Source: an optimization exercise on an open RTL-to-GDS flow (aim: small area, a short achievable clock period and few clock cycles per item). Production flows keep margins and buffers that such runs may drop. Only simulation tests tie the RTL to the original design; equivalence was not proved.

## oak
// time_binned_event_histogram
module time_binned_event_histogram #(
	parameter int MAX_BINS   = tbeh_pkg::MAX_BINS_DEF,
	parameter int COUNT_BITS = tbeh_pkg::COUNT_BITS_DEF
) (
	input  logic                                clk,
	input  logic                                arst_n,
	input  logic                                cfg_we,
	input  logic [tbeh_pkg::CFG_IDX_W-1:0]      cfg_index,
	input  logic [tbeh_pkg::CFG_DATA_W-1:0]     cfg_data,
	input  logic                                in_valid,
	output logic                                in_stall,
	input  logic [tbeh_pkg::OPCODE_W-1:0]       opcode,
	input  logic [tbeh_pkg::TIME_W-1:0]         event_time,
	input  logic                                passes_filter,
	output logic                                out_valid,
	input  logic                                out_stall,
	output logic [tbeh_pkg::BIN_IDX_W-1:0]      bin_index,
	output logic [tbeh_pkg::COUNT_OUT_W-1:0]    local_count,
	output logic [tbeh_pkg::COUNT_OUT_W-1:0]    global_count,
	output logic [tbeh_pkg::COUNT_OUT_W-1:0]    local_peak,
	output logic [tbeh_pkg::COUNT_OUT_W-1:0]    global_peak,
	output logic                                last_bin
);
	localparam int CB = 16;
	localparam logic [CB-1:0] CNT_MAX = '1;
	logic [31:0] start_q;
	logic [31:0] width_q;
	logic [6:0]  n_q;         
	logic        filter_q;
	logic [6:0]  n_wr;
	always_comb begin
		if (cfg_data[6:0] == 7'd0) begin
			n_wr = 7'd1;
		end else if (cfg_data[6:0] > 7'd64) begin
			n_wr = 7'd64;
		end else begin
			n_wr = cfg_data[6:0];
		end
	end
	always_ff @(posedge clk or negedge arst_n) begin
		if (!arst_n) begin
			start_q  <= 32'd0;
			width_q  <= 32'd1;
			n_q      <= 7'd50;
			filter_q <= 1'b0;
		end else begin
			if (cfg_we) begin
				case (cfg_index)
					tbeh_pkg::CFG_START:  start_q  <= cfg_data;
					tbeh_pkg::CFG_WIDTH:  width_q  <= cfg_data;
					tbeh_pkg::CFG_COUNT:  n_q      <= n_wr;
					default:              filter_q <= cfg_data[0];
				endcase
			end
		end
	end
	logic        m_v;
	logic [3:0]  m_opv;       
	logic [3:0]  m_opv_d;
	logic [3:0]  in_opv;
	logic [31:0] m_t;
	logic        m_p;
	logic [8:0]  m_cmp;              
	logic        m_c1, m_c2, m_c3;
	logic        m_k;                
	logic        m_cv;               
	logic [8:0]  cmp;
  ...
Settings: LEC_CHECK=0, ABC_AREA=1, CAP_MARGIN=20, CORE_MARGIN=2, CORE_UTILIZATION=50, CTS_CLUSTER_DIAMETER=60, CTS_CLUSTER_SIZE=30, SETUP_SLACK_MARGIN=4.2, SLEW_MARGIN=20; clock period 7.0 ns.
standard.sh (not shown) runs the stock make flow with config.mk's settings and CLKGATE_MAP_FILE= SYNTH_SCRIPT=/design/flow/synth_recipe.tcl, a recipe that flattens the netlist after the stock synthesis.
==> flow/flow/run.sh <==
#!/bin/bash
# The standard layout, with clock tree synthesis told not to add dummy loads.
# Each tool's full output stays in ORFS's own logs under orfs/logs; make's output
# goes to flow_make.log in this folder.
set -euo pipefail
export CTS_ARGS="-sink_clustering_enable -repair_clock_nets -sink_clustering_size 30 -sink_clustering_max_diameter 60 -dont_use_dummy_load"
bash standard.sh > flow_make.log 2>&1
oak | status: complete | timing, DRC, antenna: pass
Testbench counts of oak, summed over its fixed seeds: cycles 15,662, items 10,368.
Here is what was changed in the inputs of pine compared with oak.
- a change of CORE_UTILIZATION from 50 to 35
==> notes.md <==
When the final numbers for pine and oak were put side by side, the met3 routed wirelength turned out to be greater in oak. Against oak as the reference, pine delivers a higher die area. [compare] base=oak new=pine: fraction of synthesized area in multiplexers now sits at about the same level, non-clock buffer count now sits higher, data-path buffer share of cell area in the final layout now sits at about the same level, wire length of the first global-routing pass now sits higher.
> inputs changed (pine -> birch)
- CORE_UTILIZATION now 50, was 35
- PLACE_DENSITY now 0.75, previously not set
Notes after the runs:
- No stage failed in birch, and the final checks on the layout all came back clean.
- Between pine and birch, the part of the cycle the worst path needs figures differ only marginally.
- Between pine and birch, the wire length is higher for pine.
- The highest metal layer with signal wires comes out met4 in one run and met5 in the other, namely in pine and birch respectively.
- birch vs pine: count of clock-buffer cells in the layout down by more than 10%

==> port drivers added, routing unchanged <==
Ports are ideal in the flow. The routed layouts listed here were re-timed in OpenROAD. Step 1 (the two cells are an assumption about what drives the block):
set clk [get_ports {clk}]
set_driving_cell -lib_cell sky130_fd_sc_hd__clkbuf_16 $clk
set_driving_cell -lib_cell sky130_fd_sc_hd__buf_2 [delete_from_list [all_inputs] $clk]
Step 2 moves the port delays by t, midway between the first and last clock arrival at a register: inputs arrive t later, outputs are due t later. That takes back most of the time a late clock gives input paths. a / b / c = no drivers / after step 1 / after step 2; a / b = the first two.
run | shift t [ns] | setup WS [ns] | worst register clock-pin slew, ns
oak | 0.828 | 4.135 / 4.057 / 3.369 | 0.11 / 0.11
pine | 0.852 | 4.113 / 4.041 / 3.325 | 0.11 / 0.11
birch | 0.796 | 4.105 / 4.038 / 3.363 | 0.11 / 0.11
After both steps every run listed still meets setup and hold. The setup slack of pine, which loses most, moves by -0.072 ns with the drivers and by -0.788 ns with both steps.
